This design comes from an exercise in tuning for small area on the open sky130 flow, not from production work.
Only simulation tests tie the RTL to the original design; equivalence was not proved.
Power is estimated from default activity; no workload was simulated.

[config.mk]
export PLATFORM = sky130hd
export DESIGN_NAME = reg_file_sb
export DESIGN_NICKNAME = reg_file_sb
export VERILOG_FILES = /design/flow/design.v
export SDC_FILE = /design/flow/constraint.sdc
export NUM_CORES = 4
export LEC_CHECK = 0
export CAP_MARGIN = 20
export CORE_MARGIN = 2
export CORE_UTILIZATION = 60
export PLACE_DENSITY = 0.75
export SLEW_MARGIN = 20
export SYNTH_HIERARCHICAL = 1
[constraint.sdc]
create_clock -name core_clock -period 8.0 [get_ports {clk}]
set_input_delay 1.6000 -clock core_clock [delete_from_list [all_inputs] [get_ports {clk}]]
set_output_delay 1.6000 -clock core_clock [all_outputs]
set_load 0.01 [all_outputs]
[design.v]
module reg_file_sb #(
  parameter int unsigned XLEN   = 32,
  parameter int unsigned NREGS  = 32,
  parameter int unsigned AW     = 5,
  parameter bit          BYPASS = 1'b1
) (
  input  logic            clk,
  input  logic            reset,
  input  logic [AW-1:0]   rs1_addr,
  input  logic [AW-1:0]   rs2_addr,
  output logic [XLEN-1:0] rs1_data,
  output logic [XLEN-1:0] rs2_data,
  output logic            rs1_busy,
  output logic            rs2_busy,
  input  logic            wb_en,
  input  logic [AW-1:0]   wb_addr,
  input  logic [XLEN-1:0] wb_data,
  input  logic            iss_en,
  input  logic [AW-1:0]   iss_addr,
  input  logic            flush,
  output logic            any_busy
);
  logic [NREGS-1:0][XLEN-1:0] regs_s;     
  logic [NREGS-1:0][XLEN-1:0] regs_d;
  logic [NREGS-1:0]           nbusy_q;    
  logic [NREGS-1:0]           nbusy_d;
  logic                       phase_q;
  logic                       nclr_q;
  always_ff @(posedge clk) begin
    for (int i = 1; i < NREGS; i++) regs_s[i] <= regs_d[i];
    nbusy_q <= nbusy_d | {{(NREGS-1){1'b0}}, 1'b1};
  end
  always_ff @(posedge clk or posedge reset) begin
    if (reset) begin
      phase_q <= 1'b1;
      nclr_q  <= 1'b0;
    end else begin
      phase_q <= !phase_q;
      nclr_q  <= 1'b1;
    end
  end
  localparam int unsigned NLO = 4;
  localparam int unsigned NHI = NREGS / NLO;
  logic [NLO-1:0] w_lo, i_lo, r1_lo, r2_lo;
  logic [NHI-1:0] w_hi, i_hi, r1_hi, r2_hi;
  logic byp1, byp2, nz1, nz2, rd_ok, rd_en;
  rf_dec #(.W(2)) u_wlo  (.en(wb_en),  .a(wb_addr[1:0]),   .y(w_lo));
  rf_dec_ne #(.W(3)) u_whi (.a(wb_addr[4:2]),   .y(w_hi));
  rf_dec #(.W(2)) u_ilo  (.en(iss_en), .a(iss_addr[1:0]),  .y(i_lo));
  rf_dec_ne #(.W(3)) u_ihi (.a(iss_addr[4:2]),  .y(i_hi));
  rf_dec #(.W(2)) u_r1lo (.en(rd_en),  .a(rs1_addr[1:0]),  .y(r1_lo));
  rf_dec_ne #(.W(3)) u_r1hi (.a(rs1_addr[4:2]),  .y(r1_hi));
  rf_dec #(.W(2)) u_r2lo (.en(rd_en),  .a(rs2_addr[1:0]),  .y(r2_lo));
  rf_dec_ne #(.W(3)) u_r2hi (.a(rs2_addr[4:2]),  .y(r2_hi));
  logic [XLEN-1:0]  col_c;
  logic [NREGS-1:0] row_a, row_b, idec_n, bx_n;
  logic             flush_n;
  assign flush_n = !flush;
  for (genvar j = 0; j < XLEN; j++) begin : g_col
    rf_xor2 u_c (.a(wb_data[j]), .b(phase_q), .y(col_c[j]));
  end
  for (genvar i = 1; i < NREGS; i++) begin : g_row
    rf_nand2 u_b (.a(w_lo[i % NLO]), .b(w_hi[i / NLO]), .y(row_b[i]));
    rf_nand2 u_a (.a(row_b[i]), .b(nclr_q), .y(row_a[i]));
    for (genvar j = 0; j < XLEN; j++) begin : g_bit
      rf_oai22 u_wr (.a1(regs_s[i][j]), .a2(row_a[i]), .b1(col_c[j]), .b2(row_b[i]),
                     .y(regs_d[i][j]));
    end
    rf_nand2 u_i  (.a(i_lo[i % NLO]), .b(i_hi[i / NLO]), .y(idec_n[i]));
    rf_o21ai u_bx (.a1(nbusy_q[i]), .a2(row_a[i]), .b1(idec_n[i]), .y(bx_n[i]));
    rf_nand2 u_bn (.a(flush_n), .b(bx_n[i]), .y(nbusy_d[i]));
  end
  assign regs_d[0]  = '0;
  assign row_a[0]   = 1'b0;
  assign row_b[0]   = 1'b1;
  assign idec_n[0]  = 1'b1;
  assign bx_n[0]    = 1'b1;
  assign nbusy_d[0] = 1'b1;
  logic iw_eq;    
  rf_match u_iw (.en(iss_en), .a(iss_addr), .b(wb_addr), .y(iw_eq));
  rf_bypass u_byp1 (.wb_en(wb_en), .reset(reset), .wb_addr(wb_addr), .rs_addr(rs1_addr),
                    .byp(byp1), .nz(nz1));
  rf_bypass u_byp2 (.wb_en(wb_en), .reset(reset), .wb_addr(wb_addr), .rs_addr(rs2_addr),
                    .byp(byp2), .nz(nz2));
  assign rd_en = !reset;
  assign rd_ok = !reset && nclr_q;
  logic [NREGS-2:0] s1_n, s2_n;
  for (genvar i = 1; i < NREGS; i++) begin : g_sel
    rf_nand2 u_s1 (.a(r1_lo[i % NLO]), .b(r1_hi[i / NLO]), .y(s1_n[i-1]));
    rf_nand2 u_s2 (.a(r2_lo[i % NLO]), .b(r2_hi[i / NLO]), .y(s2_n[i-1]));
  end
  logic k1, k2;
  assign k1 = phase_q && nz1 && rd_en;
  assign k2 = phase_q && nz2 && rd_en;
  for (genvar j = 0; j < XLEN; j++) begin : g_rd
    logic [NREGS-2:0] col;
    for (genvar i = 1; i < NREGS; i++) begin : g_t
      assign col[i-1] = regs_d[i][j];
    end
    rf_rd_bit #(.N(NREGS - 1)) u_rd1 (.t(col), .s_n(s1_n), .y(rs1_data[j]), .k(k1));
    rf_rd_bit #(.N(NREGS - 1)) u_rd2 (.t(col), .s_n(s2_n), .y(rs2_data[j]), .k(k2));
  end
  logic bsel1, bsel2;
  rf_rd_sel #(.N(NREGS - 1)) u_b1 (.t(nbusy_q[NREGS-1:1]), .s_n(s1_n), .y(bsel1));
  rf_rd_sel #(.N(NREGS - 1)) u_b2 (.t(nbusy_q[NREGS-1:1]), .s_n(s2_n), .y(bsel2));
  rf_mux2 u_bm1 (.s(byp1), .a0(bsel1 && nclr_q), .a1(iw_eq), .y(rs1_busy));
  rf_mux2 u_bm2 (.s(byp2), .a0(bsel2 && nclr_q), .a1(iw_eq), .y(rs2_busy));
  rf_any_busy #(.N(NREGS - 1)) u_any (.nbusy(nbusy_q[NREGS-1:1]), .rd_ok(rd_ok), .y(any_busy));
endmodule
module rf_oai22 (
  input  logic a1,
  input  logic a2,
  input  logic b1,
  input  logic b2,
  output logic y
);
  assign y = !((a1 | a2) & (b1 | b2));
endmodule
module rf_o21ai (
  input  logic a1,
  input  logic a2,
  input  logic b1,
  output logic y
);
  assign y = !((a1 | a2) & b1);
endmodule
module rf_nand2 (
  input  logic a,
  input  logic b,
  output logic y
);
  assign y = !(a & b);
endmodule
module rf_nand3 (
  input  logic a,
  input  logic b,
  input  logic c,
  output logic y
);
  assign y = !(a & b & c);
endmodule
module rf_xor2 (
  input  logic a,
  input  logic b,
  output logic y
);
  assign y = a ^ b;
endmodule
module rf_or_reduce #(parameter int unsigned W = 16) (
  input  logic [W-1:0] a,
  output logic         y
);
  assign y = |a;
endmodule
module rf_dec #(parameter int unsigned W = 2) (
  input  logic             en,
  input  logic [W-1:0]     a,
  output logic [2**W-1:0]  y
);
  always_comb begin
    for (int i = 0; i < 2**W; i++) y[i] = en && (a == W'(i));
  end
endmodule
module rf_dec_ne #(parameter int unsigned W = 3) (
  input  logic [W-1:0]     a,
  output logic [2**W-1:0]  y
);
  always_comb begin
    for (int i = 0; i < 2**W; i++) y[i] = (a == W'(i));
  end
endmodule
module rf_match #(parameter int unsigned W = 5) (
  input  logic         en,
  input  logic [W-1:0] a,
  input  logic [W-1:0] b,
  output logic         y
);
  assign y = en && (a == b);
endmodule
module rf_bypass #(parameter int unsigned W = 5) (
  input  logic         wb_en,
  input  logic         reset,
  input  logic [W-1:0] wb_addr,
  input  logic [W-1:0] rs_addr,
  output logic         byp,
  output logic         nz
);
  assign nz  = |rs_addr;
  assign byp = wb_en && !reset && nz && (wb_addr == rs_addr);
endmodule
module rf_any_busy #(parameter int unsigned N = 31) (
  input  logic [N-1:0] nbusy,
  input  logic         rd_ok,
  output logic         y
);
  assign y = rd_ok && !(&nbusy);
endmodule
module rf_rd_sel #(parameter int unsigned N = 31) (
  input  logic [N-1:0] t,
  input  logic [N-1:0] s_n,
  output logic         y
);
  localparam int unsigned NP = (N + 1) / 2;
  logic [NP-1:0] pair;
  for (genvar p = 0; p < N / 2; p++) begin : g_pair
    rf_oai22 u_pair (.a1(t[2*p]), .a2(s_n[2*p]), .b1(t[2*p+1]), .b2(s_n[2*p+1]), .y(pair[p]));
  end
  if (N % 2 == 1) begin : g_single
    rf_nor2 u_single (.a(t[N-1]), .b(s_n[N-1]), .y(pair[NP-1]));
  end
  rf_or_reduce #(.W(NP)) u_or (.a(pair), .y(y));
endmodule
module rf_rd_bit #(parameter int unsigned N = 31) (
  input  logic [N-1:0] t,
  input  logic [N-1:0] s_n,
  input  logic         k,
  output logic         y
);
  logic raw;
  rf_rd_sel #(.N(N)) u_sel (.t(t), .s_n(s_n), .y(raw));
  rf_xor2 u_fix (.a(raw), .b(k), .y(y));
endmodule
module rf_nor2 (
  input  logic a,
  input  logic b,
  output logic y
);
  assign y = !(a | b);
endmodule
module rf_mux2 (
  input  logic s,
  input  logic a0,
  input  logic a1,
  output logic y
);
  assign y = s ? a1 : a0;
endmodule
[flow/run.sh]
#!/bin/bash
# Layout flow: the standard ORFS flow (standard.sh), unchanged synthesis, with two
# settings changed:
#  - port buffers use sky130_fd_sc_hd__buf_2 instead of the resizer's default choice;
#  - clock tree synthesis does not insert dummy loads.
# Every tool's output goes to flow_make.log in the work folder (ORFS also keeps its own
# per-step logs under orfs/logs/).
set -euo pipefail
bash standard.sh \
  "BUFFER_PORTS_ARGS=-buffer_cell sky130_fd_sc_hd__buf_2" \
  "CTS_ARGS=-sink_clustering_enable -repair_clock_nets -dont_use_dummy_load -sink_clustering_size 16 -sink_clustering_max_diameter 50 -buf_list sky130_fd_sc_hd__clkbuf_8" \
  finish > flow_make.log 2>&1
[standard.sh]
#!/bin/bash
# synth_recipe.tcl (not shown) runs the flow's synth.tcl, then flattens the netlist and writes it again
# the make line also repeats each setting of config.mk as NAME=value (left out here)
make -C /OpenROAD-flow-scripts/flow DESIGN_CONFIG=/design/flow/config.mk WORK_HOME=/design/flow/orfs CLKGATE_MAP_FILE= SYNTH_SCRIPT=/design/flow/synth_recipe.tcl "${@:-finish}"
==> qor.csv, run 1 <==
metric;value;unit
fmax;136;MHz
ant_nets;0;
synth_cells;3815;
yosysTopAreaCellShare;54.3;%
outcome;complete, but fails checks;
worst_r2r_path_depth;3;
syn_nets;3872;
r2r_slack;5.20;ns
ff_latch_area;0.0205;mm^2
drcViolationCount;0;
die_area;0.0649;mm^2
synth.avg_cell_area;9.88;um^2
reg2reg_to;regs_s[65];
vias;43900;
r2r-start;phase_q;
relSlewSlack;0.176;%
so_faults;capacitance limit;
required;6.40;ns
final_cell_mix;o22ai_1 (1,982), dfxtp_1 (1,023), buf_4 (265);
grt_max_degree;34;
pin_count;124;
post_cts_buffers;0;
max_cap_violations;1;
fp.dieH;255;um
dieWidth;255;um
syn_area;0.0377;mm^2
layout.nets;4368;
drive_gt1_share;13.4;%
grt-ovfl-total;0;
clock-skew-final;0.0722;ns
cp.arrival;5.75;ns
end_kind;primary output;
endpoint;rs2_data[28];
ir_drop;164;uV
num_rows;91;
crit_path_start;wb_en;
crit_fanout;16;
max_slew.worst_pin.slew;1.48;ns
slew_violations;0;
rsz0062_at_grt;no;
mostFrequentLayoutCell;o22ai_1;
cts_hold_buf;0;
powerDensity;227;mW/mm^2
yosysWarnings;9;
initial_core_util;60.9;%
cts-resized-gates;0;
synth_seq_cells;1025;
critPathKind;in -> out;
grtUsageTotal;59.0;%
fin_crit;7.35;ns
cts_buffer_depth;3;
cts-root-buf;clkbuf_8;
drtIter0Drc;7951;
htree_levels;3;
core-area;0.0619;mm^2
yosys.area.top_type;dfxtp_1;
synth-seq-area-share;54.4;%
antenna_found_initial;10;
dpl_cell_area;0.0419;mm^2
clk_latency;0.78;ns
tns;0;ns
numCtsBuffers;90;
final_area;0.0433;mm^2
routedWlPerCell;38.2;um
cts.sink_count;1025;
path_clk_slew;0.06;ns
portBuffers;123;
synth_area_leaders;dfxtp_1 (54%), o22ai_1 (33%), nor4_1 (4.5%), xor2_1 (2.6%), nand2_1 (1.9%);
post-route-period-util;91.8;%
min_path_type;reg -> reg;
total_power;9.83;mW
cts_tree;built;
ys_types;25;
grt_pass1_vias;40300;
firstDrtPassIters;13;
final_hold_viol_count;0;
final_cells;5155;
placedCellCount;5050;
multiInputGateArea;0.0176;mm^2
startpoint_type;primary input;
place_hpwl;126000;um
area_growth;14.9;%
grt_pass1_wl;277000;um
gp_congestion;1.15;
wirelength;197000;um
fill_cells;5097;
setup_violations;0;
vias_per_cell;8.51;
p_leak;16.6;nW
## worst max-delay path: stages
cell and delay (ns):
buf_2 0.13, nor3b_2 0.16, buf_4 0.17, nand2_1 0.52, nand2_1 0.55, buf_4 0.43
o22ai_1 0.30, o22ai_1 0.11, nor4_1 0.92, nand4_1 0.43, xor2_1 0.26, buf_2 0.17
## registers in the layout, indices dropped and copies added (netlist names)
name	count
regs_s	992
nbusy_q	31
nclr_q	1
phase_q	1
## logic make-up after synthesis
logic type / count (synthesis) / synth area share (%)
buffers and inverters: 3 / 0.0299
AND/OR/NAND/NOR: 659 / 9.54
AO/OA/AOI/OAI: 2014 / 33.3
flip-flops: 1025 / 54.4
multiplexers: 2 / 0.0796
XOR/XNOR: 111 / 2.58
other: 1 / 0.00995
## power by group
group	internal [mW]	leakage, nW	total, mW	switching, mW
sequential	5.51	8.60	5.62	0.111
clock	1.00	0.647	2.70	1.70
combinational	0.475	7.33	1.51	1.03
## area by class of cell
type	count	area share [%]
multi-input cells	2787	40.7
flip-flops and latches	1025	47.4
repair buffers	404	6.59
well taps	837	2.42
inverters	3	0.0260
diodes	9	0.0520
clock buffers	90	2.86
## cell usage after synthesis
master / n
a21boi_1: 1
nand4_1: 73
nor4_1: 269
inv_1: 3
conb_1: 1
nor3b_1: 14
xor2_1: 110
and3_1: 3
and3b_1: 10
and3_2: 8
nor3_1: 6
nor3b_2: 4
dfstp_2: 1
nor2_1: 68
nand2_1: 188
o22ai_1: 1982
dfxtp_1: 1023
and3b_2: 12
dfrtp_1: 1
o21ai_1: 31
nand3_1: 1
mux2_4: 2
nor2b_1: 1
and2_1: 2
xnor2_1: 1
## through the flow
stage / hold WS (ns) / util (%) / worst slack [ns]
2_1_floorplan: 0.437 / - / 2.23
3_3_place_gp: 0.444 / 67.7 / 1.12
3_5_place_dp: 0.451 / 67.7 / 1.16
4_1_cts: 0.460 / 69.7 / 1.14
5_1_grt: 0.475 / 69.9 / 0.690
6_report: 0.462 / 70.0 / 0.653
## worst min path at each step
stage / end / start / cells after the start / slack, ns
final: regs_s[74] / regs_s[74] / 1 / 0.46
after global routing: regs_s[437] / regs_s[437] / 1 / 0.48
after CTS: regs_s[623] / regs_s[623] / 1 / 0.46
after detailed placement: regs_s[419] / regs_s[419] / 1 / 0.45
after global placement: regs_s[306] / regs_s[306] / 1 / 0.44
after floorplan: regs_s[100] / regs_s[100] / 1 / 0.44
## routing by layer
layer,track usage (%),share of wire (%),vias up
met1,69.5,33,20300
met4,49.1,11,20
met2,77.0,37,4753
li1,-,-,17300
met3,33.0,19,1505
met5,1.50,0.30,-
## modules after synthesis (local to each module, per instance), excerpt
module / flip-flops and latches / cell area, um^2 / times used
reg_file_sb: 1025 / 20600 / 1
rf_bypass: 0 / 76.3 / 2
rf_match: 0 / 56.3 / 1
rf_mux2: 0 / 15.0 / 2
rf_xor2: 0 / 8.76 / 96
rf_oai22: 0 / 6.26 / 1982
rf_o21ai: 0 / 5.00 / 31
rf_nand2: 0 / 3.75 / 186
rf_nor2: 0 / 3.75 / 66
==> inputs of run 2 (changes only) <==
--- a/config.mk
+++ b/config.mk
@@ -7,7 +7,7 @@
 export LEC_CHECK = 0
 export CAP_MARGIN = 20
 export CORE_MARGIN = 2
-export CORE_UTILIZATION = 60
-export PLACE_DENSITY = 0.75
+export CORE_UTILIZATION = 55
+export PLACE_DENSITY = 0.7
 export SLEW_MARGIN = 20
 export SYNTH_HIERARCHICAL = 1
==> qor.csv, run 2 <==
metric;value;unit
post_cts_buffers;0;
path_cells;buf_2 -> nor3b_2 -> nand2_1 -> buf_4 -> o22ai_1 -> o22ai_1 -> nor4_1 -> nand4_1 -> xor2_1 -> buf_2;
synth_area_leaders;dfxtp_1 (54%), o22ai_1 (33%), nor4_1 (4.5%), xor2_1 (2.6%), nand2_1 (1.9%);
grtUsageTotal;52.6;%
r2r-start;nclr_q;
vias;43300;
max_slew.worst_pin.slew;1.38;ns
cts_tree;built;
setup_violations;0;
total_power;9.86;mW
cts_buffer_depth;3;
r2r_slack;5.08;ns
wirelength;193000;um
synth_seq_cells;1025;
slew_violations;0;
area_growth;14.5;%
yosysWarnings;9;
path_clk_slew;0.06;ns
synth_cells;3815;
ys_types;25;
ir_drop;162;uV
end_kind;primary output;
tns;0;ns
drtIter0Drc;8503;
max_cap_violations;0;
syn_nets;3872;
fmax;136;MHz
vias_per_cell;8.38;
die_area;0.0707;mm^2
hold_ws;0.460;ns
routedWlPerCell;37.4;um
place_hpwl;120000;um
startpoint_type;primary input;
layout.nets;4336;
dieWidth;266;um
ant_nets;0;
pin_count;124;
portBuffers;123;
synth_ff_type;dfxtp_1;
syn_area;0.0377;mm^2
cts-root-buf;clkbuf_8;
synth.most_common_cell;o22ai_1;
rsz0062_at_grt;no;
gp_congestion;1.05;
crit_buf_inv;3;
clock-skew-final;0.0742;ns
cp.arrival;5.76;ns
critPathKind;in -> out;
mostFrequentLayoutCell;o22ai_1;
synth.avg_cell_area;9.88;um^2
post-route-period-util;92.0;%
initial_core_util;55.8;%
reg.largest.list;regs_s: 992 flops, nbusy_q: 31 flops;
powerDensity;228;mW/mm^2
num_rows;95;
final_cell_mix;o22ai_1 (1,982), dfxtp_1 (1,023), nor4_1 (256);
antenna_found_initial;13;
cts_hold_buf;0;
drcViolationCount;0;
cts.sink_count;1025;
p_leak;16.4;nW
grt-ovfl-total;0;
final_area;0.0432;mm^2
worst_r2r_path_depth;5;
slowest_stage;nor4_1;
firstDrtPassIters;11;
ys_async_sr_fraction;0.195;%
min_path_type;reg -> reg;
yosys.area.top_type;dfxtp_1;
relSlewSlack;6.82;%
critical-path-top-delay-family;simple AND/OR/NAND/NOR gates;
synthTopCellsByCount;o22ai_1 (1,982), dfxtp_1 (1,023), nor4_1 (269), nand2_1 (188), xor2_1 (110);
grt_pass1_wl;273000;um
fin_crit;7.36;ns
synth_edf_count;0;
fp.dieH;266;um
crit_path_start;wb_addr[0];
crit_fanout;14;
required;6.40;ns
grt_max_degree;34;
outcome;timing/DRC/antenna clean;
max_stage_delay;1.09;ns
yosysTopAreaCellShare;54.3;%
core-area;0.0675;mm^2
synth-seq-area-share;54.4;%
endpoint;rs2_data[1];
grt_pass1_vias;39500;
critical_path_depth;10;
reg2reg_to;regs_s[222];
numCtsBuffers;94;
drive_gt1_share;13.1;%
largest_register_ffs;992;
regMostFlops;regs_s;
clk_latency;0.79;ns
dpl_cell_area;0.0418;mm^2
final_hold_viol_count;0;
htree_levels;3;
cts-resized-gates;0;
## run 2: cell counts after synthesis
Identical to the previous run, type by type.
## run 2: how the worst min path moves through the flow
stage,from,to,slack (ns),depth (start not counted)
2_1_floorplan,regs_s[100],regs_s[100],0.44,1
3_3_place_gp,regs_s[109],regs_s[109],0.44,1
3_5_place_dp,regs_s[496],regs_s[496],0.45,1
4_1_cts,regs_s[393],regs_s[393],0.46,1
5_1_grt,regs_s[176],regs_s[176],0.48,1
6_report,regs_s[109],regs_s[109],0.46,1
## run 2: layout make-up
| class | count | area [um^2] |
|---|---|---|
| inverters | 3 | 11.3 |
| fillers | 5753 | 24300 |
| repair buffers | 368 | 2590 |
| clock buffers | 94 | 1290 |
| well taps | 873 | 1090 |
| flip-flops and latches | 1025 | 20500 |
| multi-input cells | 2787 | 17600 |
| diodes | 14 | 35.0 |
## run 2: cells by family (layout without fill, tap and decap cells)
group	after synthesis	after routing	share of synthesized area [%]
compound gates	2014	2014	33.3
xor+xnor	111	111	2.58
buf+inv	3	465	0.0299
flops	1025	1025	54.4
mux	2	2	0.0796
other cells	1	15	0.00995
simple gates	659	659	9.54
## run 2: metrics by stage
step,cells,setup slack (ns),utilization (%)
detailed placement,5055,1.04,61.9
finish,5164,0.639,64.0
global placement,5054,1.08,61.9
global route,5153,0.779,63.9
CTS,5149,1.05,63.8
floorplan,3815,2.23,-
## run 2: Yosys stat by module, one instance, submodules excluded, excerpt
module       cells  cell area (um^2)  flip-flops and latches  times used
rf_xor2          1              8.76                       0          96
rf_match         7              56.3                       0           1
rf_bypass       11              76.3                       0           2
rf_nor2          1              3.75                       0          66
rf_nand2         1              3.75                       0         186
rf_oai22         1              6.26                       0        1982
reg_file_sb   1034             20600                    1025           1
rf_o21ai         1              5.00                       0          31
rf_mux2          1              15.0                       0           2
## run 2: worst register-to-register path, stage by stage (launching register included)
cell and delay [ns]:
dfrtp_1 0.82, buf_16 0.24, buf_4 0.28, nand2_1 0.65, buf_4 0.48, o22ai_1 0.32
## run 2: report_power, final
group	leakage [nW]	switching [mW]	internal, mW	total, mW
logic	7.16	1.00	0.470	1.47
registers	8.60	0.106	5.51	5.62
clock network	0.676	1.72	1.05	2.76
## run 2: layer usage
metal  up-vias  global-route usage, %  routed length (um)
li1      17300                      -                   -
met2      4552                   69.2               71700
met5         -                  0.416                  34
met4         6                   42.8               21100
met3      1418                   25.5               34700
met1     20000                   64.5               65600
==> inputs of run 3 (changes only) <==
==> flow/run.sh (replaced) <==
#!/bin/bash
# Layout flow: the standard ORFS flow (standard.sh), unchanged synthesis, with two
# settings changed:
#  - port buffers use sky130_fd_sc_hd__buf_1 instead of the resizer's default choice;
#  - clock tree synthesis does not insert dummy loads.
# Every tool's output goes to flow_make.log in the work folder (ORFS also keeps its own
# per-step logs under orfs/logs/).
set -euo pipefail
bash standard.sh \
  "BUFFER_PORTS_ARGS=-buffer_cell sky130_fd_sc_hd__buf_1" \
  "CTS_ARGS=-sink_clustering_enable -repair_clock_nets -dont_use_dummy_load -sink_clustering_size 16 -sink_clustering_max_diameter 50 -buf_list sky130_fd_sc_hd__clkbuf_8" \
  finish > flow_make.log 2>&1
==> qor.csv, run 3 <==
metric;value;unit
post_cts_buffers;0;
numCtsBuffers;94;
pin_count;124;
ant_nets;0;
final_hold_viol_count;0;
synth_area_leaders;dfxtp_1 (54%), o22ai_1 (33%), nor4_1 (4.5%), xor2_1 (2.6%), nand2_1 (1.9%);
cts-resized-gates;0;
layout.nets;4347;
largest_register_ffs;992;
cp.arrival;5.82;ns
fill_cells;5757;
drive_gt1_share;10.3;%
wl_met1;65800;um
yosysWarnings;9;
drtIter0Drc;7947;
regMostFlops;regs_s;
relSlewSlack;12.1;%
num_rows;95;
synth.avg_cell_area;9.88;um^2
hold_start;regs_s[940];
grtUsageTotal;50.6;%
ir_drop;168;uV
end_kind;primary output;
routedWlPerCell;36.0;um
placedCellCount;5064;
mostFrequentLayoutCell;o22ai_1;
cts_buffer_depth;3;
syn_area;0.0377;mm^2
dr_wl_met2;70300;um
synth.most_common_cell;o22ai_1;
synth_cells;3815;
grt_pass1_vias;39000;
final_cells;5168;
slew_violations;0;
setup_violations;0;
final_cell_mix;o22ai_1 (1,982), dfxtp_1 (1,023), nor4_1 (262);
multiInputGateArea;0.0176;mm^2
max_cap_violations;0;
cts-root-buf;clkbuf_8;
rsz0062_at_grt;no;
highest_layer;met5;
area_growth;13.9;%
fin_crit;7.42;ns
clk_latency;0.76;ns
gp_congestion;1.00;
portBuffers;123;
wl_met3;31500;um
cts.sink_count;1025;
fp.dieH;266;um
grt_pass1_wl;265000;um
grt_max_degree;36;
post-route-period-util;92.7;%
syn_nets;3872;
place_hpwl;114000;um
max_slew.worst_pin.slew;1.31;ns
antenna_found_initial;8;
ff_latch_area;0.0205;mm^2
p_leak;16.1;nW
dieWidth;266;um
vias_per_cell;8.17;
yosysTopAreaCellShare;54.3;%
outcome;timing/DRC/antenna clean;
synth-seq-area-share;54.4;%
cts_tree;built;
r2r-start;phase_q;
dp_slack;1.16;ns
die_area;0.0707;mm^2
tns;0;ns
vias;42200;
min_path_type;reg -> reg;
fmax;135;MHz
required;6.40;ns
startpoint_type;primary input;
synth_ff_type;dfxtp_1;
synth_edf_count;0;
path_clk_slew;0.08;ns
yosys.area.top_type;dfxtp_1;
synth_seq_cells;1025;
reg.largest.list;regs_s: 992 flops, nbusy_q: 31 flops;
synthTopCellsByCount;o22ai_1 (1,982), dfxtp_1 (1,023), nor4_1 (269), nand2_1 (188), xor2_1 (110);
crit_path_start;wb_addr[3];
wirelength;186000;um
drcViolationCount;0;
clock-skew-final;0.0878;ns
crit_fanout;18;
grt-ovfl-total;0;
powerDensity;228;mW/mm^2
core-area;0.0675;mm^2
htree_levels;3;
ys_async_sr_fraction;0.195;%
layout_setup_ws;0.583;ns
firstDrtPassIters;10;
initial_core_util;55.8;%
ys_types;25;
critPathKind;in -> out;
cts_hold_buf;0;
==> run 3: cell counts after synthesis <==
No cell type changed its count.
==> run 3: through the flow <==
step / util [%] / total power, mW / cell area, um^2 / hold WS [ns]
floorplan: - / 6.53 / 37700 / 0.437
global placement: 61.6 / 7.04 / 41600 / 0.444
detailed placement: 61.6 / 7.08 / 41600 / 0.451
CTS: 63.5 / 9.67 / 42900 / 0.461
global route: 63.6 / 10.0 / 43000 / 0.474
finish: 63.6 / 9.80 / 43000 / 0.462
==> run 3: logic make-up (layout without fill, tap and decap cells) <==
| kind of cell | Yosys count | in the layout | share of synthesized area (%) |
|---|---|---|---|
| AO/OA/AOI/OAI | 2014 | 2014 | 33.3 |
| buffers and inverters | 3 | 476 | 0.0299 |
| multiplexers | 2 | 2 | 0.0796 |
| other | 1 | 8 | 0.00995 |
| flip-flops | 1025 | 1025 | 54.4 |
| AND/OR/NAND/NOR | 659 | 659 | 9.54 |
| XOR/XNOR | 111 | 111 | 2.58 |
==> run 3: metal layers <==
layer,vias to the layer above,track usage (%)
li1,17300,-
met1,19600,64.5
met2,4228,66.9
met3,1112,20.7
met4,6,39.5
met5,-,2.43
==> run 3: worst max-delay path, stage by stage <==
cell and delay [ns]:
buf_1 0.56, and3b_2 0.32, nand2_1 0.11, buf_4 0.32, nand2_1 0.12, buf_4 0.27
o22ai_1 0.27, o22ai_1 0.12, nor4_1 1.12, nand4_1 0.50, xor2_1 0.29, buf_1 0.20
==> run 3: path summary, 6_finish.rpt <==
path,end,slack [ns],depth (start not counted)
worst max-delay path,rs2_data[1],0.58,12
worst min-delay path,regs_s[940],0.46,1
worst max register to register,regs_s[680],5.24,2
worst min register to register,regs_s[940],0.46,1
max in group asynchronous,nclr_q,6.69,2
min in group asynchronous,nclr_q,1.09,2
==> run 3: cell type report <==
class | count | area share [%]
diodes | 7 | 0.0408
clock buffers | 94 | 3.01
inverters | 3 | 0.0262
multi-input cells | 2787 | 40.9
flip-flops and latches | 1025 | 47.8
well taps | 873 | 2.54
repair buffers | 379 | 5.65
==> run 3: report_power, final <==
group          switching, mW  internal (mW)  total (mW)
logic                  0.992          0.442        1.43
registers              0.105           5.51        5.62
clock network           1.71           1.05        2.75
==> run 3: modules after synthesis (local to each module, per instance), excerpt <==
module / cell area (um^2) / times used / flops+latches / cells
rf_nand2: 3.75 / 186 / 0 / 1
reg_file_sb: 20600 / 1 / 1025 / 1034
rf_match: 56.3 / 1 / 0 / 7
rf_nor2: 3.75 / 66 / 0 / 1
rf_mux2: 15.0 / 2 / 0 / 1
rf_o21ai: 5.00 / 31 / 0 / 1
rf_xor2: 8.76 / 96 / 0 / 1
rf_bypass: 76.3 / 2 / 0 / 11

[separate check: timing with driven ports]
In the flow no input, the clock included, has a driving cell. The finished layouts below were timed again as built, in two steps. Step 1 (the two cells are an assumption about what drives the block):
set clk [get_ports {clk}]
set_driving_cell -lib_cell sky130_fd_sc_hd__clkbuf_16 $clk
set_driving_cell -lib_cell sky130_fd_sc_hd__buf_2 [delete_from_list [all_inputs] $clk]
Step 2 also shifts input and output timing later by t, the mid clock arrival at the registers, as if the neighbouring blocks saw the same clock. a / b / c = ideal / step 1 / step 2; a / b = the first two.
run	t (ns)	slack for setup (ns)	worst setup path at the end	slew at the worst register clock pin (ns)	worst slew at a driven data input, ns
run 1	0.798	0.653 / 0.620 / 0.620	input to output	0.11 / 0.11	0.19
run 2	0.803	0.639 / 0.617 / 0.617	input to output	0.11 / 0.11	0.17
run 3	0.780	0.583 / 0.548 / 0.548	input to output	0.11 / 0.11	0.23
The setup slack of run 3, which loses most, moves by -0.035 ns with the drivers and by -0.035 ns with both steps.
